This is an optimization exercise on Yosys and OpenROAD, whose aim is small area, a short achievable clock period and few clock cycles, not a production implementation.
In this exercise RTL edits were held to simulation tests only and were not proved equivalent to the original.
Power is estimated from default activity; no workload was simulated.

$ cat flow/flow/run.sh
#!/bin/bash
# The standard layout (the standard.sh, all steps unchanged), with
# the port buffers that global placement inserts made of buf_1 cells
# instead of the delay buffers buffer_ports picks by default. Every
# input and output port still gets its own buffer.
set -o pipefail
export BUFFER_PORTS_ARGS="-buffer_cell sky130_fd_sc_hd__buf_1"
cp standard.sh standard_copy.sh.txt
bash standard.sh > standard.log 2>&1
$ cat flow/standard.sh
#!/bin/bash
# synth_recipe.tcl (not shown) runs the flow's synth.tcl, then flattens the netlist and writes it again
# the make line also repeats each setting of config.mk as NAME=value (left out here)
make -C /OpenROAD-flow-scripts/flow DESIGN_CONFIG=/design/flow/config.mk WORK_HOME=/design/flow/orfs CLKGATE_MAP_FILE= SYNTH_SCRIPT=/design/flow/synth_recipe.tcl "${@:-finish}"
$ cat flow/config.mk
export PLATFORM = sky130hd
export DESIGN_NAME = cavlc_residual_top
export DESIGN_NICKNAME = cavlc_residual_top
export VERILOG_FILES = /design/flow/design.v
export SDC_FILE = /design/flow/constraint.sdc
export NUM_CORES = 4
export LEC_CHECK = 0
export CAP_MARGIN = 20
export CORE_MARGIN = 2
export CORE_UTILIZATION = 40
export SETUP_SLACK_MARGIN = 5
export SLEW_MARGIN = 60
$ cat flow/constraint.sdc
create_clock -name core_clock -period 11.0 [get_ports {clk}]
set_input_delay 2.2000 -clock core_clock [delete_from_list [all_inputs] [get_ports {clk}]]
set_output_delay 2.2000 -clock core_clock [all_outputs]
set_load 0.01 [all_outputs]
$ cat flow/design.v
package cavlc_coeff_pkg;
	typedef union packed {
		logic signed [16-1:0][16-1:0] coef;
		logic [8-1:0][256/8-1:0] pair;
	} cavlc_block_u;
endpackage
package cavlc_code_pkg;
	function automatic logic [15:0] level_code_of(
		input logic signed [16-1:0] level,
		input logic adj);
		logic [15:0] code;
		if (level > 0)
			code = 16'(2 * level - 2);
		else
			code = 16'(-2 * level - 1);
		if (adj)
			code = code - 16'd2;
		level_code_of = code;
	endfunction
	function automatic logic [5+12+5-1:0] level_prefix_suffix(
		input  logic [15:0] code,
		input  logic [2:0] sfx_len);
		logic [4:0] prefix;
		logic [12-1:0] suffix;
		logic [5-1:0] len;
		logic [15:0] hi;
		hi = code >> sfx_len;
		if (sfx_len == 3'd0) begin
			if (code < 16'd14) begin
				prefix = code[4:0];
				suffix = '0;
				len = 5'(code + 16'd1);
			end else if (code < 16'd30) begin
				prefix = 5'd14;              
				suffix = 12'(code - 16'd14);
				len = 5'd19;
			end else begin
				prefix = 5'(15);
				suffix = 12'(code - 16'd30);
				len = 5'(15 + 1 + 12);
			end
		end else if (hi < 16'(15)) begin
			prefix = hi[4:0];
			suffix = 12'(code & ((16'd1 << sfx_len) - 16'd1));
			len = 5'(hi + 16'd1 + 16'(sfx_len));
		end else begin
			prefix = 5'(15);
			suffix = 12'(code - (16'(15) << sfx_len));
			len = 5'(15 + 1 + 12);
		end
		level_prefix_suffix = {prefix, suffix, len};
	endfunction
	function automatic logic [2:0] next_suffix_len(
		input logic [2:0] sfx_len,
		input logic [15:0] mag);
		logic [2:0] sl;
		sl = (sfx_len == 3'd0) ? 3'd1 : sfx_len;
		if (mag > (16'd3 << (sl - 3'd1)) && sl < 3'(6))
			sl = sl + 3'd1;
		next_suffix_len = sl;
	endfunction
endpackage
module cavlc_block_scan (
	input  logic         clk,
	input  logic         rst_n,
	input  logic         start_i,
	input  logic [256-1:0] block_i,
	input  logic         adv_i,           
	input  logic         adv_safe_i,      
	output logic         busy_o,
	output logic         tok_v_o,         
	output logic         tok_t1_o,        
	output logic         tok_last_o,      
	output logic         tok_first_o,     
	output logic         tok_adj_o,       
	output logic [11:0]  tok_cnt4_o,      
	output logic [15:0]  tok_data_o,      
	output logic [4:0]   tok_sg_o,        
	output logic         tok_ab_o,        
	output logic         tok_s2_o         
);
	logic [256-1:0] blk_q;
	logic [15:0] nz_q;         
	logic [15:0] one_q;        
	logic [15:0] sign_q;       
	logic        run2_q;       
	logic        have_q;       
	logic        first_q;      
	logic        pend_q;       
	logic        adj_q;
	logic        lastnext_q;   
	function automatic logic [4:0] therm_add(input logic [4:0] a, input logic [4:0] b);
		logic [5:0] ta, tb;
		logic [4:0] t;
		ta = {a, 1'b1};    
		tb = {b, 1'b1};
		for (int i = 1; i <= 5; i++) begin
			t[i-1] = 1'b0;
			for (int j = 0; j <= i; j++)
				t[i-1] = t[i-1] | (ta[j] & tb[i-j]);
		end
		therm_add = t;
	endfunction
	function automatic logic [4:0] therm16(input logic [15:0] x);
		logic [39:0] l1;
		logic [19:0] l2;
		logic [9:0]  l3;
		for (int i = 0; i < 8; i++)
			l1[5*i +: 5] = therm_add({4'd0, x[2*i]}, {4'd0, x[2*i+1]});
		for (int i = 0; i < 4; i++)
			l2[5*i +: 5] = therm_add(l1[10*i +: 5], l1[10*i+5 +: 5]);
		for (int i = 0; i < 2; i++)
			l3[5*i +: 5] = therm_add(l2[10*i +: 5], l2[10*i+5 +: 5]);
		therm16 = therm_add(l3[4:0], l3[9:5]);
	endfunction
	function automatic logic [15:0] or_above(input logic [15:0] x);
		logic [15:0] y;
		for (int k = 0; k < 16; k++)
			y[k] = |(x >> (k + 1));
		or_above = y;
	endfunction
	function automatic logic [15:0] or_below(input logic [15:0] x);
		logic [15:0] y;
		for (int k = 0; k < 16; k++)
			y[k] = |(x << (16 - k));
		or_below = y;
	endfunction
	logic [15:0] nz_in, one_in;
	logic [4:0]  th_in;
	logic        ln_in;
	always_comb begin
		for (int k = 0; k < 16; k++) begin
			nz_in[k]  = |block_i[16*k +: 16];
			one_in[k] = block_i[16*k] &
				((block_i[16*k+1 +: 15] == 15'd0) || (block_i[16*k+1 +: 15] == 15'h7fff));
		end
		th_in = therm16(nz_in);
		ln_in = !th_in[1];
	end
	logic [15:0] a1, a2, sel2one;
	logic [4:0]  th;
	logic        ge2, ge3, ge4, ge5, botone;
	logic [15:0] sel1, t1pos, rem;
	logic        top_one, two, is_t1, single, last, rem_le1;
	logic [1:0]  t1cnt;
	logic [2:0]  signs;
	logic        s1, s2;
	logic [23:0] c2;
	logic [11:0] c4;
	logic [15:0] coef;
	always_comb begin
		a1  = or_above(nz_q);                  
		a2  = or_above(nz_q & a1);             
		th  = therm16(nz_q);
		ge2 = th[1];
		ge3 = th[2];
		ge4 = th[3];
		ge5 = th[4];
		botone = (nz_q & ~or_below(nz_q) & one_q) != 16'd0;
		sel1    = nz_q & ~a1;
		top_one = (sel1 & one_q) != 16'd0;
		sel2one = nz_q & a1 & ~a2 & one_q;
		t1pos   = sel1 | sel2one;
		two     = sel2one != 16'd0;
		s1 = |(sel1 & sign_q);
		s2 = |(sel2one & sign_q);
		if (first_q) begin
			is_t1 = (nz_q == 16'd0) || top_one;
			t1cnt = (nz_q == 16'd0) ? 2'd0 : (two ? 2'd2 : 2'd1);
			signs = two ? {1'b0, s1, s2} : {2'b0, s1};
		end else begin
			is_t1 = run2_q && top_one;
			t1cnt = 2'd1;
			signs = {2'b0, s1};
		end
		for (int i = 0; i < 8; i++)
			c2[3*i +: 3] = 3'(nz_q[2*i]) + 3'(nz_q[2*i+1]);
		for (int i = 0; i < 4; i++)
			c4[3*i +: 3] = c2[6*i +: 3] + c2[6*i+3 +: 3];
		single = !first_q && run2_q && top_one;
		rem = nz_q & ~(single ? sel1 : t1pos);
		if (!single && two) begin
			last    = ~ge3;
			rem_le1 = ~ge4 || (!is_t1 && botone && !ge5);
		end else begin
			last    = ~ge2;
			rem_le1 = ~ge3 || (botone && !ge4);
		end
		coef = '0;
		for (int k = 0; k < 16; k++)
			coef = coef | (blk_q[16*k +: 16] & {16{sel1[k]}});
	end
	logic busy_q, accept, issue, have_d, lastnext_d;
	assign busy_o = busy_q;
	assign accept = start_i & ~busy_q;
	assign issue  = adv_i & have_q;
	always_comb begin
		if (accept) begin
			have_d     = 1'b1;
			lastnext_d = ln_in;
		end else if (issue) begin
			have_d     = ~last;
			lastnext_d = rem_le1;
		end else begin
			have_d     = have_q;
			lastnext_d = lastnext_q;
		end
	end
	always_ff @(posedge clk or negedge rst_n) begin
		if (!rst_n) begin
			have_q     <= 1'b0;
			first_q    <= 1'b0;
			pend_q     <= 1'b0;
			lastnext_q <= 1'b0;
			run2_q     <= 1'b0;
			busy_q     <= 1'b0;
			tok_v_o    <= 1'b0;
		end else begin
			have_q     <= have_d;
			lastnext_q <= lastnext_d;
			busy_q     <= have_d & ~(lastnext_d & adv_safe_i);
			if (accept) begin
				first_q    <= 1'b1;
				pend_q     <= 1'b0;
				run2_q     <= 1'b0;
			end else if (issue) begin
				first_q    <= 1'b0;
				pend_q     <= is_t1;
				run2_q     <= first_q && top_one && two;
			end
			if (adv_i)
				tok_v_o <= have_q;
		end
	end
	always_ff @(posedge clk) begin
		if (~busy_q) begin
			blk_q <= block_i;
			nz_q  <= nz_in;
			one_q <= one_in;
			for (int k = 0; k < 16; k++)
				sign_q[k] <= block_i[16*k+15];
		end else if (issue) begin
			nz_q  <= rem;
		end
		if (issue && first_q)
			tok_cnt4_o <= c4;
		if (issue && is_t1)
			adj_q <= first_q;
		if (issue) begin
			tok_t1_o    <= is_t1;
			tok_last_o  <= last;
			tok_first_o <= ~is_t1 & (first_q | pend_q | run2_q);
			tok_adj_o   <= first_q | adj_q | run2_q;
			tok_data_o  <= coef;
			tok_sg_o    <= {t1cnt, signs};
			tok_ab_o    <= ~is_t1 & two;
			tok_s2_o    <= s2;
		end
	end
endmodule
module cavlc_level_coder (
	input  logic                     clk,
	input  logic                     rst_n,
	input  logic                     adv_i,
	input  logic                     tok_v_i,
	input  logic                     tok_t1_i,
	input  logic                     tok_last_i,
	input  logic                     tok_first_i,
	input  logic                     tok_adj_i,
	input  logic [11:0]              tok_cnt4_i,    
	input  logic [15:0]              tok_data_i,
	input  logic [4:0]               tok_sg_i,
	input  logic                     tok_ab_i,      
	input  logic                     tok_s2_i,      
	output logic                     code_v_o,
	output logic                     code_last_o,
	output logic [19:0]              code_val_o,
	output logic [5:0]               code_len_o,
	output logic [5:0]               code_room_o    
);
	logic [2:0]  sfx_q;
	logic        neg, adj, gt;
	logic [15:0] x, m;
	logic [1:0]  d;
	logic [2:0]  sl, sl1, sl_n;
	logic [6:0]  th;
	logic [4:0]  ncnt;
	logic        ngt10;
	always_comb begin
		neg = tok_data_i[15];
		adj = tok_first_i & tok_adj_i;
		x   = neg ? ~tok_data_i : tok_data_i;
		d   = neg ? {1'b0, adj} : {adj, ~adj};
		m   = x - 16'(d);
		ncnt  = 5'(tok_cnt4_i[2:0]) + 5'(tok_cnt4_i[5:3]) + 5'(tok_cnt4_i[8:6]) + 5'(tok_cnt4_i[11:9]);
		ngt10 = ncnt > 5'd10;
		sl  = tok_first_i ? {2'd0, ngt10 & tok_adj_i} : sfx_q;
		sl1 = tok_first_i ? 3'd1 : sfx_q;
		th  = 7'd3 << (sl1 - 3'd1);
		gt  = neg ? (x >= 16'(th)) : (x > 16'(th));
		sl_n = (gt && sl1 != 3'd6) ? sl1 + 3'd1 : sl1;
	end
	logic        v1_q, t1_q, last1_q, neg_q, ab_q, s2_q;
	logic [2:0]  slb_q;          
	logic [2:0]  sl_q, j_q;      
	logic [15:0] m_q;        
	always_ff @(posedge clk or negedge rst_n) begin
		if (!rst_n) begin
			v1_q     <= 1'b0;
			code_v_o <= 1'b0;
		end else if (adv_i) begin
			v1_q     <= tok_v_i;
			code_v_o <= v1_q;
		end
	end
	always_ff @(posedge clk) begin
		if (adv_i && tok_v_i) begin
			t1_q    <= tok_t1_i;
			last1_q <= tok_last_i;
			neg_q   <= neg;
			ab_q    <= tok_ab_i;
			s2_q    <= tok_s2_i;
			slb_q   <= sl_n;
			sl_q    <= sl;
			j_q     <= sl1 - 3'd1;
			m_q     <= tok_t1_i ? {11'd0, tok_sg_i} : m;
			if (!tok_t1_i)
				sfx_q <= sl_n;
		end
	end
	logic [15:0] hif;
	logic [10:0] k, e;
	logic        esc;
	logic [12:0] val;
	logic [4:0]  len;
	logic [19:0] valt;
	logic [5:0]  lent;
	always_comb begin
		hif = m_q >> j_q;
		esc = (hif[15:4] != 12'd0) || (hif[3:0] == 4'hf);
		k   = 11'd15 << j_q;
		e   = m_q[10:0] - k;
		if (t1_q) begin
			val = {10'd0, m_q[2:0]};
			len = {3'd0, m_q[4:3]};
		end else if (esc) begin
			val = {1'b1, e, neg_q};
			len = 5'd28;
		end else if (sl_q == 3'd0) begin
			if (m_q[3:0] < 4'd7) begin
				val = 13'd1;
				len = {m_q[3:0], neg_q} + 5'd1;
			end else begin
				val = {8'd1, m_q[2:0] + 3'd1, neg_q};    
				len = 5'd19;
			end
		end else begin
			val = {m_q[11:0], neg_q};
			for (int i = 0; i < 13; i++)
				if (i > sl_q)
					val[i] = 1'b0;
			val[sl_q] = 1'b1;
			len = 5'(hif[3:0]) + 5'd1 + 5'(sl_q);
		end
	end
	always_comb begin
		if (ab_q) begin
			valt = ({7'd0, val} << (slb_q + 3'd1)) | (20'd1 << slb_q) | 20'(s2_q);
			lent = 6'(len) + 6'(slb_q) + 6'd1;
		end else begin
			valt = 20'(val);
			lent = 6'(len);
		end
	end
	always_ff @(posedge clk) begin
		if (adv_i && v1_q) begin
			code_last_o <= last1_q;
			code_val_o  <= valt;
			code_len_o  <= lent;
			code_room_o <= 6'd60 - lent;
		end
	end
endmodule
module cavlc_bit_packer (
	input  logic                       clk,
	input  logic                       rst_n,
	input  logic                       code_v_i,
	input  logic                       code_last_i,
	input  logic [19:0]                code_val_i,
	input  logic [5:0]                 code_len_i,
	input  logic [5:0]                 code_room_i,   
	input  logic                       flush_i,
	output logic                       adv_o,
	output logic                       adv_safe_o,    
	output logic [7:0]                 byte_o,
	output logic                       byte_we_o,
	output logic                       block_done_o,
	output logic [9-1:0] block_bits_o
);
	localparam int W = 60;
	logic [W-1:0] acc_q, acc_d, placed;
	logic [5:0]   c1_q, cnt_d;
	logic [5:0]   pos;
	logic         drain_q, consume;
	logic [9-1:0] bsum_q, bsum_b;
	logic [7:0]   byte_q;
	logic         byte_we_q, done_q;
	assign adv_o   = ~code_v_i | (c1_q <= code_room_i);
	assign consume = code_v_i & adv_o;
	always_comb begin
		if (consume) begin
			pos    = code_room_i - c1_q;
			placed = W'(code_val_i) << pos;
			cnt_d  = c1_q + 6'(code_len_i);
		end else if (flush_i) begin
			pos    = 6'(W - 1) - c1_q;
			placed = W'(1) << pos;
			cnt_d  = {c1_q[5:3] + 3'd1, 3'd0};
		end else begin
			pos    = '0;
			placed = '0;
			cnt_d  = c1_q;
		end
		acc_d  = (drain_q ? acc_q << 8 : acc_q) | placed;
		bsum_b = done_q ? '0 : bsum_q;
	end
	always_ff @(posedge clk or negedge rst_n) begin
		if (!rst_n) begin
			acc_q     <= '0;
			c1_q      <= '0;
			drain_q   <= 1'b0;
			byte_we_q <= 1'b0;
			done_q    <= 1'b0;
			bsum_q    <= '0;
		end else begin
			acc_q     <= acc_d;
			drain_q   <= cnt_d >= 6'd8;
			c1_q      <= (cnt_d >= 6'd8) ? cnt_d - 6'd8 : cnt_d;
			byte_we_q <= drain_q;
			done_q    <= consume & code_last_i;
			bsum_q    <= consume ? bsum_b + 9'(code_len_i) : bsum_b;
		end
	end
	always_ff @(posedge clk) begin
		if (drain_q)
			byte_q <= acc_q[W-1 -: 8];
	end
	assign adv_safe_o   = cnt_d <= 6'd33;
	assign byte_o       = byte_q;
	assign byte_we_o    = byte_we_q;
	assign block_done_o = done_q;
	assign block_bits_o = bsum_q;
endmodule
module cavlc_residual_top (
	input  logic                       clk,
	input  logic                       rst_n,
	input  logic                       start_i,
	input  logic [256-1:0]    block_i,      
	input  logic                       flush_i,
	output logic                       busy_o,
	output logic [7:0]                 byte_o,
	output logic                       byte_we_o,
	output logic                       block_done_o,
	output logic [9-1:0] block_bits_o
);
	logic        adv, adv_safe;
	logic        tok_v, tok_t1, tok_last, tok_first, tok_adj;
	logic [11:0] tok_cnt4;
	logic [15:0] tok_data;
	logic [4:0]  tok_sg;
	logic        tok_ab, tok_s2;
	logic        code_v, code_last;
	logic [19:0] code_val;
	logic [5:0]  code_len;
	logic [5:0]  code_room;
	cavlc_block_scan cavlc_block_scan_inst (
		.clk         (clk),
		.rst_n       (rst_n),
		.start_i     (start_i),
		.block_i     (block_i),
		.adv_i       (adv),
		.adv_safe_i  (adv_safe),
		.busy_o      (busy_o),
		.tok_v_o     (tok_v),
		.tok_t1_o    (tok_t1),
		.tok_last_o  (tok_last),
		.tok_first_o (tok_first),
		.tok_adj_o   (tok_adj),
		.tok_cnt4_o  (tok_cnt4),
		.tok_data_o  (tok_data),
		.tok_sg_o    (tok_sg),
		.tok_ab_o    (tok_ab),
		.tok_s2_o    (tok_s2)
	);
	cavlc_level_coder cavlc_level_coder_inst (
		.clk         (clk),
		.rst_n       (rst_n),
		.adv_i       (adv),
		.tok_v_i     (tok_v),
		.tok_t1_i    (tok_t1),
		.tok_last_i  (tok_last),
		.tok_first_i (tok_first),
		.tok_adj_i   (tok_adj),
		.tok_cnt4_i  (tok_cnt4),
		.tok_data_i  (tok_data),
		.tok_sg_i    (tok_sg),
		.tok_ab_i    (tok_ab),
		.tok_s2_i    (tok_s2),
		.code_v_o    (code_v),
		.code_last_o (code_last),
		.code_val_o  (code_val),
		.code_len_o  (code_len),
		.code_room_o (code_room)
	);
	cavlc_bit_packer cavlc_bit_packer_inst (
		.clk          (clk),
		.rst_n        (rst_n),
		.code_v_i     (code_v),
		.code_last_i  (code_last),
		.code_val_i   (code_val),
		.code_len_i   (code_len),
		.code_room_i  (code_room),
		.flush_i      (flush_i),
		.adv_o        (adv),
		.adv_safe_o   (adv_safe),
		.byte_o       (byte_o),
		.byte_we_o    (byte_we_o),
		.block_done_o (block_done_o),
		.block_bits_o (block_bits_o)
	);
endmodule
==> impl_metrics.json, run 1 <==
{
  "holdPathStages": 0,
  "cts_hold_buf": 0,
  "hp-class": "flop to flop",
  "fmax_mhz": 212,
  "cap_violations": 0,
  "cpMaxStageDelayCell": "edfxtp_1",
  "final_nets": 3089,
  "drt-initial-drc-count": 2091,
  "cts_resized": 0,
  "wire_per_inst_um": 22.4,
  "outcome": "complete, no violations",
  "p_leak_uw": 0.0111,
  "slew_violations": 0,
  "synth.avg_cell_area_um2": 11.1,
  "max_slew.worst_pin.slew_ns": 0.671,
  "globalRouteTotalUtil": 0.226,
  "rows": 95,
  "post-cts-setup-buffers": 0,
  "synth_area_mm2": 0.0271,
  "tritoncts": "built",
  "critPathMaxFanout": 10,
  "crit_chain": "buf_4 > mux4_2 > a211oi_2 > o221ai_1 > nor2_4 > o221ai_1 > o21ai_0 > inv_1 > ha_1 > fa_1 > xnor2_1 > nand2_1 > o21ai_1 > o311ai_1 > o31a_1",
  "grt_pass1_wl_um": 125000,
  "synth_top_family_by_area": "compound AO/OA/AOI/OAI gates",
  "drive_above_1_share": 0.0901,
  "cts.sinks": 487,
  "r2r-start": "cavlc_level_coder_inst.j_q[1]",
  "grt_start_max_net_pins": 131,
  "synth_xor_area_frac": 0.0220,
  "ys.flop_type": "edfxtp_1",
  "postLayoutCoreUtil": 0.467,
  "design_area_mm2": 0.0313,
  "criticalPathCategory": "flop to flop",
  "start_util": 0.404,
  "synthesis.nets": 2807,
  "yosys.area.top_type": "edfxtp_1",
  "dpl_cell_area_mm2": 0.0294,
  "hold_viol_final": 0,
  "vias_per_cell": 6.02,
  "numCtsBuffers": 54,
  "syn_to_final_growth_pct": 15.5,
  "crit_arrival_ns": 5.04,
  "core_mm2": 0.0672,
  "die_area_mm2": 0.0699,
  "worst_skew_pair.late_latency_ns": 0.64,
  "setup_tns_ns": 0,
  "crit_top_cell": "o221ai_1",
  "clock_skew_ns": 0.0651,
  "rr_worst_depth": 15,
  "drc": 0,
  "ys_top_cells_by_area": "edfxtp_1 (44%), dfrtp_1 (8.0%), ha_1 (4.2%)",
  "portBuffers": 279,
  "fin_hold_ws_ns": 0.418,
  "relSlewSlack": 0.553,
  "io-pin-count": 280,
  "synth_warnings": 3,
  "netlist_top_cells_count": "edfxtp_1 (400), nand2_1 (200), nor2_1 (137)",
  "synth_compound_area_frac": 0.166,
  "routed_wl_um": 81500,
  "grt_pass1_vias": 21403,
  "ys_seq_elements": 487,
  "cp-end-kind": "flop",
  "cts_buffer_depth": 3,
  "yosysMostFrequentCell": "edfxtp_1",
  "post-dp-hpwl_um": 61700,
  "ys_async_sr_fraction": 0.179,
  "die_x_um": 264,
  "vdd_drop_max_mv": 0.322,
  "cp.required_ns": 11.34,
  "yosysSeqAreaShare": 0.523,
  "gp_congestion": 0.941,
  "grt_antenna_before_repair": 4,
  "hp-start": "cavlc_level_coder_inst.last1_q",
  "rsz0062_at_grt": "no",
  "setup_viol": 0,
  "synth_edf_count": 400,
  "first_pass_iters": 8,
  "path_clk_slew_ns": 0.06,
  "synthMuxAreaShare": 0.0454,
  "yosys.area_share.simple": 0.157,
  "gr-total-overflow": 0,
  "p_per_area_mw_per_mm2": 376,
  "ys_types": 102,
  "vias": 21920,
  "htreeDepth": 2,
  "postRouteAntennaNets": 0,
  "cts-root-buf": "clkbuf_16",
  "min_period_ns": 4.71,
  "syn_inst": 2441,
  "critPathMaxStageDelay_ns": 0.56,
  "cp-startpoint": "cavlc_level_coder_inst.j_q[1]",
  "die_height_um": 264,
  "synth_top_cell_area_share": 0.443,
  "yosys.area_share.adder": 0.0544,
  "fin_crit_sh": 0.428,
  "startpoint_type": "flop"
}
[sequential cells by signal, indices dropped and copies added, names as in the netlist, 5 cells and up]
register and cells:
cavlc_bit_packer_inst.acc_q 60, cavlc_bit_packer_inst.bsum_q 9, cavlc_bit_packer_inst.byte_q 8, cavlc_bit_packer_inst.c1_q 6, cavlc_block_scan_inst.blk_q 256, cavlc_block_scan_inst.nz_q 16, cavlc_block_scan_inst.one_q 16, cavlc_block_scan_inst.tok_cnt4_o 12
cavlc_block_scan_inst.tok_data_o 16, cavlc_level_coder_inst.code_len_o 5, cavlc_level_coder_inst.code_room_o 6, cavlc_level_coder_inst.code_val_o 20, cavlc_level_coder_inst.m_q 16
[layout make-up]
cell class,instances,area [um2]
Fill cell,6230,35800
Sequential cell,487,14200
Multi-Input combinational cell,1730,12300
Timing Repair Buffer,338,1590
Clock buffer,60,1380
Tap cell,873,1090
Inverter,112,440
Clock inverter,37,355
Antenna cell,4,10.0
[placed cells by master (no fill, tap or decap), types with 15 or more instances in the layout]
cell and count:
o21a_1 20, buf_1 281, a211oi_1 27, o21ai_0 121, or3_1 17, nand3_1 102, a31oi_1 15, xnor2_1 35
nand2_1 197, a21oi_1 99, nor3_1 50, o22ai_1 15, buf_4 38, o221ai_1 44, nor4_1 61, inv_1 106
a21o_1 16, nand4_1 72, dfrtp_1 85, a221oi_1 31, edfxtp_1 400, mux2i_1 70, xor2_1 30, ha_1 87
nor2b_1 54, clkinv_1 16, fa_1 15, nor2_1 129, a22oi_1 44, and2_1 15, a222oi_1 32, nand2b_1 27
a221o_1 21, o211ai_1 23, clkbuf_16 54, mux2_2 18
[kinds of logic after synthesis]
family	after synthesis
simple gates	826
compound gates	624
flops	487
buf+inv	224
fa+ha+maj	109
mux	103
xor+xnor	68
[per-stage QoR]
step                      power, uW  instances  worst slack [ns]
after floorplan                7920       2441              6.28
after global placement         9630       3508              5.90
after detailed placement       9870       3527              6.25
after CTS                     11700       3624              6.22
after global routing          12600       3639              6.02
final                         11800       3641              6.29
[path summary, 6_finish.rpt]
path	endpoint	slack [ns]
max reg2reg	cavlc_level_coder_inst.code_room_o[5]	6.29
min	cavlc_level_coder_inst.code_last_o	0.42
min reg2reg	cavlc_level_coder_inst.code_last_o	0.42
max	cavlc_level_coder_inst.code_room_o[5]	6.29
max in group asynchronous	cavlc_block_scan_inst.tok_v_o	8.67
min in group asynchronous	cavlc_bit_packer_inst.acc_q[5]	1.49
[report_power, final]
part | total (uW) | switching, uW | leakage [uW] | internal (uW)
combinational | 6590 | 4200 | 0.00536 | 2390
sequential | 3410 | 479 | 0.00492 | 2930
clock | 1790 | 766 | 0.000833 | 1020
[routing by layer]
| metal | wire length [um] | GRT usage |
|---|---|---|
| met4 | 3540 | 0.100 |
| met3 | 4760 | 0.0298 |
| met1 | 33300 | 0.291 |
| met2 | 39900 | 0.382 |
| met5 | 26 | 0 |
[worst max-delay path: cells and delay by family (launching register included)]
family	cells	cell delay, ns
flip-flops	1	0.56
XOR/XNOR	1	0.17
buffers and inverters	2	0.34
AND/OR/NAND/NOR	2	0.42
adder cells (fa/ha/maj)	2	0.69
multiplexers	1	0.52
AO/OA/AOI/OAI	7	1.69
Testbench counts, summed over its fixed seeds: cycles 5,736.
==> inputs of run 2 (changes only) <==
--- a/flow/config.mk
+++ b/flow/config.mk
@@ -7,6 +7,7 @@
 export LEC_CHECK = 0
 export CAP_MARGIN = 20
 export CORE_MARGIN = 2
-export CORE_UTILIZATION = 40
+export CORE_UTILIZATION = 55
+export PLACE_DENSITY = 0.68
 export SETUP_SLACK_MARGIN = 5
-export SLEW_MARGIN = 60
+export SLEW_MARGIN = 20
==> impl_metrics.json, run 2 <==
{
  "outcome": "complete, no violations",
  "final_nets": 3051,
  "relSlewSlack": 0.283,
  "worst_skew_pair.late_latency_ns": 0.61,
  "vias_per_cell": 6.43,
  "cts.sinks": 487,
  "setup_viol": 0,
  "ys_types": 102,
  "hp-class": "flop to flop",
  "ys.flop_type": "edfxtp_1",
  "synth_warnings": 3,
  "top_regs": "cavlc_block_scan_inst.blk_q (256), cavlc_bit_packer_inst.acc_q (60), cavlc_level_coder_inst.code_val_o (20)",
  "instances_no_fill": 3383,
  "synth_top_family_by_area": "compound AO/OA/AOI/OAI gates",
  "grt_start_max_net_pins": 124,
  "syn_to_final_growth_pct": 11.9,
  "yosysMostFrequentCell": "edfxtp_1",
  "rsz0062_at_grt": "no",
  "ys_top_cells_by_area": "edfxtp_1 (44%), dfrtp_1 (8.0%), ha_1 (4.2%)",
  "die_area_mm2": 0.0511,
  "post-dp-hpwl_um": 58300,
  "yosysSeqAreaShare": 0.523,
  "fill_cells": 4008,
  "vdd_drop_max_mv": 0.197,
  "place_inst": 3295,
  "routed_wl_um": 78000,
  "cts_buffer_depth": 3,
  "p_leak_uw": 0.0108,
  "grt_antenna_before_repair": 1,
  "cp-startpoint": "cavlc_level_coder_inst.j_q[1]",
  "die_x_um": 226,
  "synth_xor_area_frac": 0.0220,
  "layout_common_cells": "edfxtp_1 (400), buf_1 (278), nand2_1 (200)",
  "fin_crit_sh": 0.426,
  "fmax_mhz": 213,
  "crit_arrival_ns": 5.04,
  "wire_per_inst_um": 23.1,
  "hp-start": "cavlc_block_scan_inst.tok_last_o",
  "cp-end-kind": "flop",
  "synth_top_cell_area_share": 0.443,
  "drive_above_1_share": 0.0684,
  "postRouteAntennaNets": 0,
  "numCtsBuffers": 51,
  "top_register": "cavlc_block_scan_inst.blk_q",
  "cp.required_ns": 11.35,
  "criticalPathCategory": "flop to flop",
  "path_clk_slew_ns": 0.07,
  "htreeDepth": 2,
  "ys_seq_elements": 487,
  "drt-initial-drc-count": 2230,
  "rows": 81,
  "insertedDiodeCount": 0,
  "p_per_area_mw_per_mm2": 378,
  "vias": 21763,
  "multi_input_area_mm2": 0.0121,
  "r2r-start": "cavlc_level_coder_inst.j_q[1]",
  "syn_inst": 2441,
  "largest_reg_flops": 256,
  "globalRouteTotalUtil": 0.305,
  "hold_viol_final": 0,
  "netlist_top_cells_count": "edfxtp_1 (400), nand2_1 (200), nor2_1 (137)",
  "start_util": 0.555,
  "yosys.area_share.simple": 0.157,
  "setup_tns_ns": 0,
  "grt_pass1_wl_um": 120000,
  "gr-total-overflow": 0,
  "startpoint_type": "flop",
  "cts_resized": 0,
  "cts_hold_buf": 0,
  "fin_hold_ws_ns": 0.429,
  "die_height_um": 226,
  "synthMuxAreaShare": 0.0454,
  "slew_violations": 0,
  "synth_compound_area_frac": 0.166,
  "io-pin-count": 280,
  "cap_violations": 0,
  "regArea_mm2": 0.0142,
  "synthesis.nets": 2807,
  "portBuffers": 279,
  "max_slew.worst_pin.slew_ns": 1.08,
  "grt_pass1_vias": 21053,
  "ys_async_sr_fraction": 0.179,
  "mostFrequentLayoutCell": "edfxtp_1",
  "synth.avg_cell_area_um2": 11.1,
  "core_mm2": 0.0488,
  "tritoncts": "built",
  "yosys.area_share.adder": 0.0544,
  "first_pass_iters": 6,
  "drc": 0,
  "clock_skew_ns": 0.0216,
  "yosys.area.top_type": "edfxtp_1",
  "critPathMaxFanout": 19,
  "post-cts-setup-buffers": 0,
  "synth_area_mm2": 0.0271,
  "cts-root-buf": "clkbuf_16",
  "gp_congestion": 0.953,
  "synth_edf_count": 400,
  "min_period_ns": 4.69
}
==> run 2: power by group <==
group | switching [uW] | internal (uW)
sequential | 573 | 2940
combinational | 4050 | 2280
clock | 731 | 901
total | 5360 | 6120
==> run 2: kinds of logic (layout without fill, tap and decap cells) <==
logic type / count (synthesis) / count (layout)
compound gates: 624 / 624
buf+inv: 224 / 502
mux: 103 / 103
simple gates: 826 / 826
xor+xnor: 68 / 68
fa+ha+maj: 109 / 109
flops: 487 / 487
==> run 2: path summary, 6_finish.rpt <==
path	slack, ns	endpoint	cells after the start
max	6.31	cavlc_level_coder_inst.code_room_o[5]	14
min	0.43	cavlc_level_coder_inst.last1_q	0
max reg2reg	6.31	cavlc_level_coder_inst.code_room_o[5]	14
min reg2reg	0.43	cavlc_level_coder_inst.last1_q	0
max in group asynchronous	8.24	cavlc_bit_packer_inst.drain_q	2
min in group asynchronous	1.61	cavlc_bit_packer_inst.acc_q[53]	1
==> run 2: worst max-delay path: stages, from the launching register on <==
cell	delay [ns]
edfxtp_1	0.77
mux4_2	0.60
a211oi_2	0.24
o221ai_1	0.30
nor2_4	0.35
o221ai_1	0.16
o21ai_0	0.32
inv_1	0.09
ha_1	0.24
fa_1	0.44
xnor2_1	0.15
nand2_1	0.07
o21ai_1	0.22
o311ai_1	0.22
o31a_1	0.28
==> run 2: layout make-up <==
type / instances / area share
repair buffers: 303 / 0.0413
inverters: 112 / 0.0141
clock inverters: 30 / 0.00742
clock buffers: 57 / 0.0431
multi-input cells: 1730 / 0.399
flip-flops and latches: 487 / 0.468
well taps: 664 / 0.0274
==> run 2: per-stage QoR <==
stage | utilization | total power [uW] | worst slack [ns] | instance area [um2]
finish | 0.621 | 11500 | 6.31 | 30300
global route | 0.621 | 12300 | 5.95 | 30300
CTS | 0.620 | 11400 | 6.32 | 30300
detailed placement | 0.589 | 9760 | 6.08 | 28800
global placement | 0.589 | 9590 | 6.19 | 28800
floorplan | - | 7920 | 6.28 | 27100
==> run 2: per-layer routing <==
metal | track usage | wire, um | vias to the layer above | part of all wire
li1 | - | - | 10050 | -
met1 | 0.398 | 31300 | 10525 | 0.40
met2 | 0.512 | 37900 | 1008 | 0.49
met3 | 0.0428 | 5330 | 178 | 0.068
met4 | 0.130 | 3410 | 2 | 0.044
met5 | 0 | 14 | - | 0.00018
==> inputs of run 3 (changes only) <==
--- a/flow/design.v
+++ b/flow/design.v
@@ -273,6 +273,8 @@
 	input  logic                     tok_ab_i,      
 	input  logic                     tok_s2_i,      
 	output logic                     code_v_o,
+	output logic                     next_v_o,      
+	output logic                     next_short_o,  
 	output logic                     code_last_o,
 	output logic [19:0]              code_val_o,
 	output logic [5:0]               code_len_o,
@@ -301,6 +303,7 @@
 		sl_n = (gt && sl1 != 3'd6) ? sl1 + 3'd1 : sl1;
 	end
 	logic        v1_q, t1_q, last1_q, neg_q, ab_q, s2_q;
+	logic        short_q;        
 	logic [2:0]  slb_q;          
 	logic [2:0]  sl_q, j_q;      
 	logic [15:0] m_q;        
@@ -318,6 +321,7 @@
 			t1_q    <= tok_t1_i;
 			last1_q <= tok_last_i;
 			neg_q   <= neg;
+			short_q <= tok_t1_i || (x >> (sl1 + 3'd1)) == 16'd0;
 			ab_q    <= tok_ab_i;
 			s2_q    <= tok_s2_i;
 			slb_q   <= sl_n;
@@ -372,6 +376,8 @@
 			lent = 6'(len);
 		end
 	end
+	assign next_v_o     = v1_q;
+	assign next_short_o = short_q;
 	always_ff @(posedge clk) begin
 		if (adv_i && v1_q) begin
 			code_last_o <= last1_q;
@@ -389,6 +395,8 @@
 	input  logic [19:0]                code_val_i,
 	input  logic [5:0]                 code_len_i,
 	input  logic [5:0]                 code_room_i,   
+	input  logic                       next_v_i,      
+	input  logic                       next_short_i,  
 	input  logic                       flush_i,
 	output logic                       adv_o,
 	output logic                       adv_safe_o,    
@@ -445,7 +453,7 @@
 		if (drain_q)
 			byte_q <= acc_q[W-1 -: 8];
 	end
-	assign adv_safe_o   = cnt_d <= 6'd33;
+	assign adv_safe_o   = (adv_o && (!next_v_i || next_short_i)) ? cnt_d <= 6'd51 : cnt_d <= 6'd33;
 	assign byte_o       = byte_q;
 	assign byte_we_o    = byte_we_q;
 	assign block_done_o = done_q;
@@ -469,7 +477,7 @@
 	logic [15:0] tok_data;
 	logic [4:0]  tok_sg;
 	logic        tok_ab, tok_s2;
-	logic        code_v, code_last;
+	logic        code_v, code_last, next_v, next_short;
 	logic [19:0] code_val;
 	logic [5:0]  code_len;
 	logic [5:0]  code_room;
@@ -507,6 +515,8 @@
 		.tok_ab_i    (tok_ab),
 		.tok_s2_i    (tok_s2),
 		.code_v_o    (code_v),
+		.next_v_o    (next_v),
+		.next_short_o(next_short),
 		.code_last_o (code_last),
 		.code_val_o  (code_val),
 		.code_len_o  (code_len),
@@ -520,6 +530,8 @@
 		.code_val_i   (code_val),
 		.code_len_i   (code_len),
 		.code_room_i  (code_room),
+		.next_v_i     (next_v),
+		.next_short_i (next_short),
 		.flush_i      (flush_i),
 		.adv_o        (adv),
 		.adv_safe_o   (adv_safe),
==> impl_metrics.json, run 3 <==
{
  "outcome": "complete, no violations",
  "setup_viol": 0,
  "r2r-start": "cavlc_bit_packer_inst.c1_q[0]",
  "synth_edf_count": 401,
  "worst_skew_pair.late_latency_ns": 0.61,
  "first_pass_iters": 9,
  "slew_violations": 0,
  "rsz0062_at_grt": "no",
  "synth_warnings": 3,
  "p_leak_uw": 0.0111,
  "largest_reg_flops": 256,
  "cp-startpoint": "block_i[97]",
  "setup_ws_ns": 6.17,
  "final_nets": 3096,
  "core_mm2": 0.0486,
  "io-pin-count": 280,
  "die_area_mm2": 0.0508,
  "setup_tns_ns": 0,
  "ys_top_cells_by_area": "edfxtp_1 (45%), dfrtp_1 (8.1%), ha_1 (4.2%)",
  "grt_pass1_wl_um": 123000,
  "fin_crit_sh": 0.440,
  "numCtsBuffers": 50,
  "synth.avg_cell_area_um2": 10.9,
  "post-dp-hpwl_um": 61500,
  "vdd_drop_max_mv": 0.235,
  "critPathMaxFanout": 4,
  "cp.required_ns": 11.46,
  "ys.flop_type": "edfxtp_1",
  "top_regs": "cavlc_block_scan_inst.blk_q (256), cavlc_bit_packer_inst.acc_q (60), cavlc_level_coder_inst.code_val_o (20)",
  "cts.sinks": 488,
  "mostFrequentLayoutCell": "edfxtp_1",
  "rows": 81,
  "drive_above_1_share": 0.0592,
  "vias_per_cell": 6.54,
  "multi_input_area_mm2": 0.0119,
  "cts_hold_buf": 0,
  "power_uw": 11500,
  "relSlewSlack": 0.238,
  "ys_types": 84,
  "post-cts-setup-buffers": 0,
  "layout_common_cells": "edfxtp_1 (401), buf_1 (278), nand2_1 (209)",
  "instances_no_fill": 3393,
  "die_x_um": 225,
  "gp_congestion": 0.996,
  "top_register": "cavlc_block_scan_inst.blk_q",
  "hold_viol_final": 0,
  "routed_wl_um": 81100,
  "postRouteAntennaNets": 0,
  "p_per_area_mw_per_mm2": 379,
  "yosysSeqAreaShare": 0.527,
  "netlist_top_cells_count": "edfxtp_1 (401), nand2_1 (209), nor2_1 (201)",
  "yosys.area.top_type": "edfxtp_1",
  "ys_seq_elements": 488,
  "synth_top_cell_area_share": 0.447,
  "grt_antenna_before_repair": 3,
  "wire_per_inst_um": 23.9,
  "synth_area_mm2": 0.0270,
  "place_inst": 3297,
  "cts_resized": 0,
  "clock_skew_ns": 0.0340,
  "cap_violations": 0,
  "drc": 0,
  "hp-class": "flop to flop",
  "grt_pass1_vias": 21227,
  "grt_start_max_net_pins": 121,
  "drt-initial-drc-count": 2780,
  "path_clk_slew_ns": 0.06,
  "hp-start": "cavlc_block_scan_inst.tok_last_o",
  "syn_inst": 2477,
  "ys_async_sr_fraction": 0.178,
  "htreeDepth": 2,
  "min_period_ns": 4.83,
  "vias": 22202,
  "cts_buffer_depth": 3,
  "gr-total-overflow": 0,
  "max_slew.worst_pin.slew_ns": 1.14,
  "cp-end-kind": "flop",
  "criticalPathCategory": "primary input to flop",
  "globalRouteTotalUtil": 0.317,
  "synthesis.nets": 2843,
  "crit_arrival_ns": 5.30,
  "portBuffers": 279,
  "cts-root-buf": "clkbuf_16",
  "fill_cells": 4026,
  "regArea_mm2": 0.0142,
  "fmax_mhz": 207,
  "syn_to_final_growth_pct": 12.2,
  "start_util": 0.554,
  "yosysMostFrequentCell": "edfxtp_1",
  "dpl_worst_slack_ns": 5.63,
  "startpoint_type": "primary input",
  "tritoncts": "built",
  "die_height_um": 225
}
==> run 3: logic make-up after synthesis <==
kind of cell / Yosys count / synth area share
buf+inv: 227 / 0.0324
mux: 117 / 0.0487
flops: 488 / 0.527
xor+xnor: 74 / 0.0240
simple gates: 849 / 0.157
compound gates: 613 / 0.156
fa+ha+maj: 109 / 0.0548
==> run 3: layout make-up <==
type / instances / share of cell area
clock buffers: 69 / 0.0465
flip-flops and latches: 488 / 0.470
clock inverters: 23 / 0.00620
well taps: 622 / 0.0257
repair buffers: 307 / 0.0425
diodes: 1 / 0.0000827
multi-input cells: 1762 / 0.394
inverters: 121 / 0.0153
==> run 3: final timing paths <==
kind                       cells after the start                              end  slack (ns)
hold reg to reg                                0   cavlc_level_coder_inst.last1_q        0.42
min in group asynchronous                      1  cavlc_bit_packer_inst.acc_q[25]        1.63
setup reg to reg                               9  cavlc_bit_packer_inst.acc_q[45]        6.23
max in group asynchronous                      2    cavlc_bit_packer_inst.drain_q        8.27
hold / removal                                 0   cavlc_level_coder_inst.last1_q        0.42
setup / recovery                              11     cavlc_block_scan_inst.busy_q        6.17
==> run 3: per-layer routing <==
metal,up-vias,global-route usage,wire length (um)
met3,181,0.0468,6940
met4,4,0.119,3110
met1,10720,0.420,31900
met5,-,0,28
li1,10088,-,-
met2,1209,0.529,39200
==> run 3: stage by stage <==
stage / cell area [um2] / utilization / hold WS (ns)
after global routing: 30200 / 0.622 / 0.427
after CTS: 30200 / 0.621 / 0.428
after global placement: 28600 / 0.588 / 0.403
after floorplan: 27000 / - / 0.400
after detailed placement: 28600 / 0.588 / 0.412
final: 30200 / 0.622 / 0.424
==> run 3: power breakdown <==
part           internal (uW)  switching (uW)
logic                   2250            4060
registers               2950             554
clock network            922             723
total                   6120            5330
==> run 3: critical path: stages <==
cell and delay, ns:
buf_1 0.10, nor4_1 0.42, nand4_1 0.32, nor3_1 0.63, nand4_1 0.32, or4_1 0.56
o21a_1 0.12, o22ai_1 0.12, and4_1 0.26, nor2b_1 0.16, a211oi_1 0.07
Testbench counts of run 3, summed over its fixed seeds: cycles 5,598.
==> inputs of run 4 (changes only) <==
--- a/flow/design.v
+++ b/flow/design.v
@@ -135,7 +135,7 @@
 				((block_i[16*k+1 +: 15] == 15'd0) || (block_i[16*k+1 +: 15] == 15'h7fff));
 		end
 		th_in = therm16(nz_in);
-		ln_in = !th_in[1];
+		ln_in = !th_in[1] || (!th_in[2] && (nz_in & ~or_below(nz_in) & one_in) != 16'd0);
 	end
 	logic [15:0] a1, a2, sel2one;
 	logic [4:0]  th;
==> impl_metrics.json, run 4 <==
{
  "outcome": "complete, no violations",
  "ys_async_sr_fraction": 0.178,
  "worst_skew_pair.late_latency_ns": 0.62,
  "use_met1": 0.425,
  "mostFrequentLayoutCell": "edfxtp_1",
  "cp.required_ns": 11.53,
  "synth_area_mm2": 0.0274,
  "rr_worst_depth": 14,
  "slew_violations": 0,
  "vias": 22455,
  "synth_edf_count": 401,
  "clock_skew_ns": 0.0158,
  "criticalPathCategory": "flop to flop",
  "grt_antenna_before_repair": 0,
  "p_switching_uw": 5430,
  "vias_per_cell": 6.47,
  "regArea_mm2": 0.0142,
  "gp_congestion": 0.946,
  "path_buf_inv": 2,
  "critPathMaxFanout": 29,
  "routed_wl_um": 79600,
  "drt-initial-drc-count": 2660,
  "die_x_um": 227,
  "cap_violations": 0,
  "cts_hold_buf": 0,
  "top_regs": "cavlc_block_scan_inst.blk_q (256), cavlc_bit_packer_inst.acc_q (60), cavlc_level_coder_inst.code_val_o (20)",
  "startpoint_type": "flop",
  "ys_types": 90,
  "setup_viol": 0,
  "htreeDepth": 2,
  "netlist_top_cells_count": "edfxtp_1 (401), nand2_1 (212), nor2_1 (165)",
  "die_height_um": 227,
  "globalRouteTotalUtil": 0.307,
  "syn_to_final_growth_pct": 12.5,
  "vdd_drop_max_mv": 0.223,
  "crit_chain": "ha_2 > inv_1 > fa_1 > a21o_1 > a2111oi_0 > o21ai_1 > nand2_1 > clkinv_1 > o21a_1 > nand4_1 > nand2b_1 > a22o_1 > nand3_2 > a2bb2oi_1",
  "grt_start_max_net_pins": 120,
  "postRouteAntennaNets": 0,
  "min_period_ns": 5.14,
  "worstReg2RegEnd": "cavlc_block_scan_inst.busy_q",
  "sw_frac_of_total": 0.464,
  "cp_top_family": "compound AO/OA/AOI/OAI gates",
  "power_frac_seq": 0.295,
  "p_per_area_mw_per_mm2": 380,
  "yosys.area.top_type": "edfxtp_1",
  "path_clk_slew_ns": 0.06,
  "cts.sinks": 488,
  "hold_viol_final": 0,
  "yosysSeqAreaShare": 0.520,
  "power_frac_clock": 0.156,
  "grtUsageMet3": 0.0307,
  "dpl_worst_slack_ns": 5.72,
  "p_int_uw": 6270,
  "cts-root-buf": "clkbuf_16",
  "fin_crit_sh": 0.468,
  "use_met2": 0.513,
  "setup_ws_ns": 5.86,
  "die_area_mm2": 0.0516,
  "post-cts-setup-buffers": 0,
  "p_leak_uw": 0.0110,
  "pwr-share-comb": 0.548,
  "hold-path-endpoint": "cavlc_level_coder_inst.ab_q",
  "top_register": "cavlc_block_scan_inst.blk_q",
  "hp-class": "flop to flop",
  "setup_tns_ns": 0,
  "start_util": 0.558,
  "cts_buffer_depth": 3,
  "top_usage_layer": "met2",
  "cts_resized": 0,
  "tritoncts": "built",
  "ys_seq_elements": 488,
  "portBuffers": 279,
  "io-pin-count": 280,
  "layout_common_cells": "edfxtp_1 (401), buf_1 (278), nand2_1 (212)",
  "fin_hold_ws_ns": 0.422,
  "hp-start": "cavlc_block_scan_inst.tok_ab_o",
  "drc": 0,
  "grt_pass1_vias": 21164,
  "drive_above_1_share": 0.0691,
  "relSlewSlack": 0.271,
  "rows": 81,
  "fmax_mhz": 194,
  "largest_reg_flops": 256,
  "r2r_slack_ns": 5.86,
  "ys_top_cells_by_area": "edfxtp_1 (44%), dfrtp_1 (8.0%), ha_1 (4.0%)",
  "cp-end-kind": "flop",
  "wire_per_inst_um": 22.9,
  "rsz0062_at_grt": "no",
  "ys.flop_type": "edfxtp_1",
  "synth_top_cell_area_share": 0.440,
  "place_inst": 3373,
  "core_mm2": 0.0491,
  "first_pass_iters": 9,
  "gr-total-overflow": 0,
  "instances_no_fill": 3472,
  "max_slew.worst_pin.slew_ns": 1.09,
  "yosysMostFrequentCell": "edfxtp_1",
  "r2r-start": "cavlc_bit_packer_inst.c1_q[0]",
  "insertedDiodeCount": 0,
  "holdPathStages": 0,
  "synth.avg_cell_area_um2": 10.8,
  "crit_arrival_ns": 5.68,
  "cpMaxStageDelayCell": "clkinv_1",
  "numCtsBuffers": 52,
  "synthesis.nets": 2888,
  "grt_pass1_wl_um": 121000,
  "final_nets": 3128,
  "post-dp-hpwl_um": 59900,
  "critPathMaxStageDelay_ns": 0.87,
  "synth_warnings": 3,
  "multi_input_area_mm2": 0.0123,
  "syn_inst": 2524,
  "fill_cells": 4079
}
[run 4: per-stage QoR]
step,area (um2),power (uW),utilization
after global routing,30800,12500,0.628
final,30800,11700,0.628
after CTS,30800,11700,0.627
after global placement,29000,9640,0.591
after detailed placement,29000,9810,0.591
after floorplan,27400,7870,-
[run 4: layer usage]
metal	wire length (um)	up-vias
li1	-	10328
met1	33400	10968
met2	38700	1021
met3	5310	138
met4	2190	0
met5	0	-
[run 4: cell families after synthesis]
logic type               count (synthesis)  share of synthesized area
buffers and inverters                  235                     0.0334
flip-flops                             488                      0.520
multiplexers                           107                     0.0455
adder cells (fa/ha/maj)                112                     0.0549
XOR/XNOR                                68                     0.0218
AND/OR/NAND/NOR                        871                      0.163
AO/OA/AOI/OAI                          643                      0.162
[run 4: worst max-delay path by stage]
| stage | from | endpoint | slack, ns | depth (start not counted) |
|---|---|---|---|---|
| after floorplan | block_i[184] | cavlc_block_scan_inst.busy_q | 6.13 | 10 |
| after global placement | block_i[184] | cavlc_block_scan_inst.busy_q | 5.83 | 11 |
| after detailed placement | block_i[184] | cavlc_block_scan_inst.busy_q | 5.72 | 11 |
| after CTS | cavlc_level_coder_inst.j_q[1] | cavlc_level_coder_inst.code_room_o[5] | 6.12 | 13 |
| after global routing | cavlc_bit_packer_inst.c1_q[0] | cavlc_block_scan_inst.busy_q | 5.32 | 14 |
| final | cavlc_bit_packer_inst.c1_q[0] | cavlc_block_scan_inst.busy_q | 5.86 | 14 |
[run 4: power groups by stage]
stage	logic (uW)	registers [uW]	clock network, uW
after detailed placement	6320	3480	0
final	6410	3460	1830
after CTS	6360	3450	1850
after global placement	6180	3460	0
after global routing	7030	3520	1910
after floorplan	4630	3240	0
[run 4: area by class of cell]
type | count | area share
clock inverters | 35 | 0.0127
repair buffers | 307 | 0.0410
multi-input cells | 1801 | 0.398
inverters | 114 | 0.0141
flip-flops and latches | 488 | 0.462
clock buffers | 63 | 0.0453
well taps | 664 | 0.0270
Testbench counts of run 4, summed over its fixed seeds: cycles 5,430.
==> inputs of run 5 (changes only) <==
--- a/flow/design.v
+++ b/flow/design.v
@@ -73,7 +73,7 @@
 	output logic         tok_last_o,      
 	output logic         tok_first_o,     
 	output logic         tok_adj_o,       
-	output logic [11:0]  tok_cnt4_o,      
+	output logic [15:0]  tok_cnt4_o,      
 	output logic [15:0]  tok_data_o,      
 	output logic [4:0]   tok_sg_o,        
 	output logic         tok_ab_o,        
@@ -101,17 +101,18 @@
 		end
 		therm_add = t;
 	endfunction
-	function automatic logic [4:0] therm16(input logic [15:0] x);
+	function automatic logic [19:0] therm4x4(input logic [15:0] x);
 		logic [39:0] l1;
-		logic [19:0] l2;
-		logic [9:0]  l3;
 		for (int i = 0; i < 8; i++)
 			l1[5*i +: 5] = therm_add({4'd0, x[2*i]}, {4'd0, x[2*i+1]});
 		for (int i = 0; i < 4; i++)
-			l2[5*i +: 5] = therm_add(l1[10*i +: 5], l1[10*i+5 +: 5]);
-		for (int i = 0; i < 2; i++)
-			l3[5*i +: 5] = therm_add(l2[10*i +: 5], l2[10*i+5 +: 5]);
-		therm16 = therm_add(l3[4:0], l3[9:5]);
+			therm4x4[5*i +: 5] = therm_add(l1[10*i +: 5], l1[10*i+5 +: 5]);
+	endfunction
+	function automatic logic [4:0] therm_sum4(input logic [19:0] g);
+		therm_sum4 = therm_add(therm_add(g[4:0], g[9:5]), therm_add(g[14:10], g[19:15]));
+	endfunction
+	function automatic logic [4:0] therm16(input logic [15:0] x);
+		therm16 = therm_sum4(therm4x4(x));
 	endfunction
 	function automatic logic [15:0] or_above(input logic [15:0] x);
 		logic [15:0] y;
@@ -135,23 +136,23 @@
 				((block_i[16*k+1 +: 15] == 15'd0) || (block_i[16*k+1 +: 15] == 15'h7fff));
 		end
 		th_in = therm16(nz_in);
-		ln_in = !th_in[1] || (!th_in[2] && (nz_in & ~or_below(nz_in) & one_in) != 16'd0);
+		ln_in = !th_in[1];
 	end
 	logic [15:0] a1, a2, sel2one;
 	logic [4:0]  th;
+	logic [19:0] g4;
 	logic        ge2, ge3, ge4, ge5, botone;
 	logic [15:0] sel1, t1pos, rem;
 	logic        top_one, two, is_t1, single, last, rem_le1;
 	logic [1:0]  t1cnt;
 	logic [2:0]  signs;
 	logic        s1, s2;
-	logic [23:0] c2;
-	logic [11:0] c4;
 	logic [15:0] coef;
 	always_comb begin
 		a1  = or_above(nz_q);                  
 		a2  = or_above(nz_q & a1);             
-		th  = therm16(nz_q);
+		g4  = therm4x4(nz_q);
+		th  = therm_sum4(g4);
 		ge2 = th[1];
 		ge3 = th[2];
 		ge4 = th[3];
@@ -173,10 +174,6 @@
 			t1cnt = 2'd1;
 			signs = {2'b0, s1};
 		end
-		for (int i = 0; i < 8; i++)
-			c2[3*i +: 3] = 3'(nz_q[2*i]) + 3'(nz_q[2*i+1]);
-		for (int i = 0; i < 4; i++)
-			c4[3*i +: 3] = c2[6*i +: 3] + c2[6*i+3 +: 3];
 		single = !first_q && run2_q && top_one;
 		rem = nz_q & ~(single ? sel1 : t1pos);
 		if (!single && two) begin
@@ -243,7 +240,8 @@
 			nz_q  <= rem;
 		end
 		if (issue && first_q)
-			tok_cnt4_o <= c4;
+			for (int i = 0; i < 4; i++)
+				tok_cnt4_o[4*i +: 4] <= g4[5*i +: 4];
 		if (issue && is_t1)
 			adj_q <= first_q;
 		if (issue) begin
@@ -267,7 +265,7 @@
 	input  logic                     tok_last_i,
 	input  logic                     tok_first_i,
 	input  logic                     tok_adj_i,
-	input  logic [11:0]              tok_cnt4_i,    
+	input  logic [15:0]              tok_cnt4_i,    
 	input  logic [15:0]              tok_data_i,
 	input  logic [4:0]               tok_sg_i,
 	input  logic                     tok_ab_i,      
@@ -287,6 +285,8 @@
 	logic [2:0]  sl, sl1, sl_n;
 	logic [6:0]  th;
 	logic [4:0]  ncnt;
+	logic [3:0]  t4;
+	logic [11:0] gc;
 	logic        ngt10;
 	always_comb begin
 		neg = tok_data_i[15];
@@ -294,7 +294,11 @@
 		x   = neg ? ~tok_data_i : tok_data_i;
 		d   = neg ? {1'b0, adj} : {adj, ~adj};
 		m   = x - 16'(d);
-		ncnt  = 5'(tok_cnt4_i[2:0]) + 5'(tok_cnt4_i[5:3]) + 5'(tok_cnt4_i[8:6]) + 5'(tok_cnt4_i[11:9]);
+		for (int i = 0; i < 4; i++) begin
+			t4 = tok_cnt4_i[4*i +: 4];
+			gc[3*i +: 3] = {t4[3], t4[1] & ~t4[3], (t4[0] & ~t4[1]) | (t4[2] & ~t4[3])};
+		end
+		ncnt  = (5'(gc[2:0]) + 5'(gc[5:3])) + (5'(gc[8:6]) + 5'(gc[11:9]));
 		ngt10 = ncnt > 5'd10;
 		sl  = tok_first_i ? {2'd0, ngt10 & tok_adj_i} : sfx_q;
 		sl1 = tok_first_i ? 3'd1 : sfx_q;
@@ -473,7 +477,7 @@
 );
 	logic        adv, adv_safe;
 	logic        tok_v, tok_t1, tok_last, tok_first, tok_adj;
-	logic [11:0] tok_cnt4;
+	logic [15:0] tok_cnt4;
 	logic [15:0] tok_data;
 	logic [4:0]  tok_sg;
 	logic        tok_ab, tok_s2;
==> impl_metrics.json, run 5 <==
{
  "min_period_ns": 5.15,
  "tritoncts": "built",
  "portBuffers": 279,
  "cp_top_family": "simple AND/OR/NAND/NOR gates",
  "syn_to_final_growth_pct": 12.6,
  "yosysMostFrequentCell": "edfxtp_1",
  "postRouteAntennaNets": 0,
  "grt_start_max_net_pins": 187,
  "cts_hold_buf": 0,
  "synth_edf_count": 405,
  "fin_hold_ws_ns": 0.416,
  "pwr-share-comb": 0.548,
  "grt_pass1_wl_um": 117000,
  "cap_violations": 0,
  "wire_per_inst_um": 22.7,
  "synth_area_mm2": 0.0271,
  "vdd_drop_max_mv": 0.330,
  "layout_common_cells": "edfxtp_1 (405), buf_1 (278), nand2_1 (184)",
  "ys.flop_type": "edfxtp_1",
  "die_x_um": 226,
  "largest_reg_flops": 256,
  "gp_congestion": 0.947,
  "relSlewSlack": 0.258,
  "post-dp-hpwl_um": 56700,
  "setup_viol": 0,
  "drt-initial-drc-count": 2779,
  "final_nets": 3010,
  "netlist_top_cells_count": "edfxtp_1 (405), nand2_1 (184), nor2_1 (164)",
  "worst_skew_pair.late_latency_ns": 0.61,
  "hold_viol_final": 0,
  "drive_above_1_share": 0.0694,
  "top_regs": "cavlc_block_scan_inst.blk_q (256), cavlc_bit_packer_inst.acc_q (60), cavlc_level_coder_inst.code_val_o (20)",
  "max_slew.worst_pin.slew_ns": 1.11,
  "p_leak_uw": 0.0108,
  "ys_async_sr_fraction": 0.177,
  "criticalPathCategory": "flop to flop",
  "sw_frac_of_total": 0.459,
  "cp-startpoint": "cavlc_bit_packer_inst.c1_q[0]",
  "yosysSeqAreaShare": 0.529,
  "clock_skew_ns": 0.0167,
  "path_clk_slew_ns": 0.06,
  "power_frac_seq": 0.285,
  "critPathMaxFanout": 26,
  "grt_pass1_vias": 20538,
  "core_mm2": 0.0488,
  "top_register": "cavlc_block_scan_inst.blk_q",
  "rows": 81,
  "fill_cells": 4039,
  "ys_seq_elements": 492,
  "grt_antenna_before_repair": 2,
  "synth.avg_cell_area_um2": 11.1,
  "postLayoutCoreUtil": 0.625,
  "r2r_slack_ns": 5.85,
  "numCtsBuffers": 53,
  "post-cts-setup-buffers": 0,
  "path_buf_inv": 0,
  "first_pass_iters": 8,
  "critPathMaxStageDelay_ns": 0.98,
  "crit_chain": "ha_1 > nand4_1 > a311oi_1 > and2_1 > nand3_1 > nor2_1 > nand2_1 > o221ai_1",
  "cts_resized": 0,
  "mostFrequentLayoutCell": "edfxtp_1",
  "gr-total-overflow": 0,
  "fmax_mhz": 194,
  "vias_per_cell": 6.47,
  "fin_crit_sh": 0.469,
  "cpMaxStageDelayCell": "ha_1",
  "crit_arrival_ns": 5.65,
  "r2r-start": "cavlc_bit_packer_inst.c1_q[0]",
  "syn_inst": 2433,
  "p_int_uw": 6130,
  "outcome": "complete, no violations",
  "synth_top_cell_area_share": 0.449,
  "cp.required_ns": 11.49,
  "hp-start": "cavlc_block_scan_inst.tok_ab_o",
  "p_switching_uw": 5200,
  "rsz0062_at_grt": "no",
  "die_height_um": 226,
  "io-pin-count": 280,
  "vias": 21819,
  "drc": 0,
  "ys_top_cells_by_area": "edfxtp_1 (45%), dfrtp_1 (8.0%), ha_1 (3.6%)",
  "hp-class": "flop to flop",
  "setup_tns_ns": 0,
  "yosys.area.top_type": "edfxtp_1",
  "die_area_mm2": 0.0511,
  "cts_buffer_depth": 3,
  "slew_violations": 0,
  "cts-root-buf": "clkbuf_16",
  "globalRouteTotalUtil": 0.296,
  "power_frac_clock": 0.167,
  "cp-end-kind": "flop",
  "routed_wl_um": 76600,
  "synthesis.nets": 2780,
  "cts.sinks": 492,
  "startpoint_type": "flop",
  "synth_warnings": 3,
  "start_util": 0.555,
  "p_per_area_mw_per_mm2": 371,
  "htreeDepth": 2,
  "ys_types": 99
}
-- run 5: per-layer routing --
metal,part of all wire,vias to the layer above,global-route usage
li1,-,10029,-
met1,0.40,10509,0.390
met2,0.49,1080,0.499
met3,0.078,197,0.0467
met4,0.034,4,0.102
met5,0.00037,-,0
-- run 5: cells by family after synthesis --
family	count (synthesis)	synth area share
AND/OR/NAND/NOR	828	0.159
flip-flops	492	0.529
adder cells (fa/ha/maj)	96	0.0463
multiplexers	94	0.0403
buffers and inverters	237	0.0343
XOR/XNOR	73	0.0236
AO/OA/AOI/OAI	613	0.167
-- run 5: final timing paths --
| kind | endpoint | depth (start not counted) |
|---|---|---|
| worst max register to register | cavlc_bit_packer_inst.acc_q[39] | 8 |
| max in group asynchronous | cavlc_block_scan_inst.run2_q | 2 |
| min in group asynchronous | cavlc_bit_packer_inst.acc_q[13] | 1 |
| worst min register to register | cavlc_level_coder_inst.ab_q | 0 |
| worst max-delay path | cavlc_bit_packer_inst.acc_q[39] | 8 |
| worst min-delay path | cavlc_level_coder_inst.ab_q | 0 |
-- run 5: final cells by class --
| cell class | instances | area [um2] | area share |
|---|---|---|---|
| antenna | 1 | 2.50 | 0.0000819 |
| clock buffer | 61 | 1410 | 0.0461 |
| clock inverter | 39 | 439 | 0.0144 |
| inverter | 111 | 429 | 0.0141 |
| multi-input combinational | 1704 | 11900 | 0.389 |
| sequential | 492 | 14300 | 0.470 |
| tap | 664 | 831 | 0.0272 |
| timing repair buffer | 301 | 1220 | 0.0399 |
-- run 5: per-stage QoR --
stage / instances / total power, uW / setup slack [ns] / area, um2
2_1_floorplan: 2433 / 7590 / 6.22 / 27100
3_3_place_gp: 3272 / 9210 / 6.05 / 28700
3_5_place_dp: 3272 / 9340 / 6.01 / 28700
4_1_cts: 3372 / 11300 / 6.00 / 30500
5_1_grt: 3372 / 12100 / 5.60 / 30500
6_report: 3373 / 11300 / 5.85 / 30500
-- run 5: power groups by stage --
stage               clock network, uW  logic [uW]  registers (uW)
floorplan                           0        4580            3010
global placement                    0        5970            3240
detailed placement                  0        6080            3260
CTS                              1920        6120            3230
global route                     2000        6760            3290
finish                           1890        6200            3230
Testbench counts of run 5, summed over its fixed seeds: cycles 5,598.
==> inputs of run 6 (changes only) <==
--- a/flow/config.mk
+++ b/flow/config.mk
@@ -7,7 +7,7 @@
 export LEC_CHECK = 0
 export CAP_MARGIN = 20
 export CORE_MARGIN = 2
-export CORE_UTILIZATION = 55
-export PLACE_DENSITY = 0.68
+export CORE_UTILIZATION = 65
+export PLACE_DENSITY = 0.78
 export SETUP_SLACK_MARGIN = 5
 export SLEW_MARGIN = 20
==> impl_metrics.json, run 6 <==
{
  "ys_top_cells_by_area": "edfxtp_1 (45%), dfrtp_1 (8.0%), ha_1 (3.6%)",
  "path_clk_slew_ns": 0.07,
  "ys_async_sr_fraction": 0.177,
  "top_regs": "cavlc_block_scan_inst.blk_q (256), cavlc_bit_packer_inst.acc_q (60), cavlc_level_coder_inst.code_val_o (20)",
  "hp-class": "flop to flop",
  "core_mm2": 0.0410,
  "cts-root-buf": "clkbuf_16",
  "tritoncts": "built",
  "gp_congestion": 0.948,
  "hold_viol_final": 0,
  "cp-startpoint": "cavlc_bit_packer_inst.c1_q[0]",
  "cts.sinks": 492,
  "fmax_mhz": 196,
  "cts_resized": 0,
  "vias_per_cell": 6.88,
  "vias": 22232,
  "cp-end-kind": "flop",
  "synth_area_mm2": 0.0271,
  "synth_edf_count": 405,
  "gr-total-overflow": 0,
  "layout_common_cells": "edfxtp_1 (405), buf_1 (278), nand2_1 (184)",
  "drc": 0,
  "criticalPathCategory": "flop to flop",
  "startpoint_type": "flop",
  "die_area_mm2": 0.0434,
  "clock_skew_ns": 0.0165,
  "max_slew.worst_pin.slew_ns": 1.14,
  "relSlewSlack": 0.240,
  "yosysMostFrequentCell": "edfxtp_1",
  "ys_types": 99,
  "cp.required_ns": 11.48,
  "place_inst": 3138,
  "numCtsBuffers": 50,
  "mostFrequentLayoutCell": "edfxtp_1",
  "syn_to_final_growth_pct": 11.2,
  "io-pin-count": 280,
  "wire_per_inst_um": 23.4,
  "rows": 74,
  "first_pass_iters": 9,
  "min_period_ns": 5.11,
  "setup_tns_ns": 0,
  "synthesis.nets": 2780,
  "r2r-start": "cavlc_bit_packer_inst.c1_q[0]",
  "synth_top_cell_area_share": 0.449,
  "globalRouteTotalUtil": 0.341,
  "final_nets": 3005,
  "post-dp-hpwl_um": 55900,
  "rsz0062_at_grt": "no",
  "cts_buffer_depth": 3,
  "die_height_um": 208,
  "yosys.area.top_type": "edfxtp_1",
  "p_per_area_mw_per_mm2": 371,
  "largest_reg_flops": 256,
  "htreeDepth": 2,
  "ys.flop_type": "edfxtp_1",
  "portBuffers": 279,
  "power_uw": 11200,
  "netlist_top_cells_count": "edfxtp_1 (405), nand2_1 (184), nor2_1 (164)",
  "die_x_um": 208,
  "yosysSeqAreaShare": 0.529,
  "start_util": 0.661,
  "crit_arrival_ns": 5.58,
  "hp-start": "cavlc_block_scan_inst.tok_ab_o",
  "synth.avg_cell_area_um2": 11.1,
  "outcome": "complete, no violations",
  "routed_wl_um": 75700,
  "ys_seq_elements": 492,
  "worst_skew_pair.late_latency_ns": 0.59,
  "grt_pass1_wl_um": 116000,
  "drive_above_1_share": 0.0645,
  "grt_start_max_net_pins": 188,
  "vdd_drop_max_mv": 0.271,
  "cts_hold_buf": 0,
  "fill_cells": 2913,
  "critPathMaxFanout": 26,
  "grt_antenna_before_repair": 2,
  "instances_no_fill": 3232,
  "grt_pass1_vias": 21037,
  "p_leak_uw": 0.0106,
  "synth_warnings": 3,
  "setup_viol": 0,
  "slew_violations": 0,
  "fin_crit_sh": 0.464,
  "top_register": "cavlc_block_scan_inst.blk_q",
  "post-cts-setup-buffers": 0,
  "cap_violations": 0,
  "postRouteAntennaNets": 0,
  "syn_inst": 2433,
  "drt-initial-drc-count": 2845
}
run 6: where the power goes:
group,switching [uW],internal (uW),leakage [uW]
clock,723,973,0.000785
sequential,548,2750,0.00492
combinational,3950,2250,0.00493
total,5220,5970,0.0106
run 6: critical path, stage by stage, from the launching register on:
cell	delay, ns
dfrtp_1	0.49
ha_1	0.96
nand4_1	0.17
a311oi_1	0.51
and2_1	0.55
nand3_1	0.68
nor2_1	0.91
nand2_1	0.42
o221ai_1	0.29
run 6: final cells by class:
class                   count  area (um2)  share of cell area
flip-flops and latches    492       14300               0.476
inverters                 111         429              0.0142
repair buffers            299        1200              0.0400
clock inverters            31         318              0.0105
well taps                 532         666              0.0221
multi-input cells        1704       11900               0.394
diodes                      2        5.00            0.000166
clock buffers              61        1310              0.0436
run 6: final timing paths:
kind / endpoint / slack [ns] / depth (start not counted)
min reg2reg: cavlc_level_coder_inst.ab_q / 0.42 / 0
min in group asynchronous: cavlc_bit_packer_inst.c1_q[5] / 1.63 / 1
min: cavlc_level_coder_inst.ab_q / 0.42 / 0
max reg2reg: cavlc_bit_packer_inst.acc_q[35] / 5.89 / 8
max: cavlc_bit_packer_inst.acc_q[35] / 5.89 / 8
max in group asynchronous: cavlc_bit_packer_inst.drain_q / 8.28 / 2
run 6: through the flow:
stage	utilization	hold slack [ns]	instance area [um2]	setup slack, ns
after floorplan	-	0.400	27100	6.22
after global placement	0.695	0.402	28500	6.16
after detailed placement	0.695	0.410	28500	6.05
after CTS	0.735	0.423	30100	6.03
after global routing	0.735	0.428	30100	5.61
final	0.735	0.422	30100	5.89
run 6: cell families after synthesis:
| group | after synthesis | share of synthesized area |
|---|---|---|
| buffers and inverters | 237 | 0.0343 |
| AOI/OAI and AO/OA | 613 | 0.167 |
| xor gates and xnor gates | 73 | 0.0236 |
| muxes | 94 | 0.0403 |
| and+or+nand+nor | 828 | 0.159 |
| DFF | 492 | 0.529 |
| adders and majority gates | 96 | 0.0463 |
run 6: per-layer routing:
layer / track usage / wire [um] / up-vias
li1: - / - / 10022
met1: 0.444 / 28200 / 10579
met2: 0.577 / 37200 / 1410
met3: 0.0460 / 6990 / 219
met4: 0.147 / 3350 / 2
met5: 0 / 13 / -

Setup slack of run 6, layout unchanged: 5.894 ns with ideal ports, 5.894 ns with driving cells assumed (clock clkbuf_16, inputs buf_2), 5.894 ns with port delays also shifted by the 0.645 ns mid clock arrival.
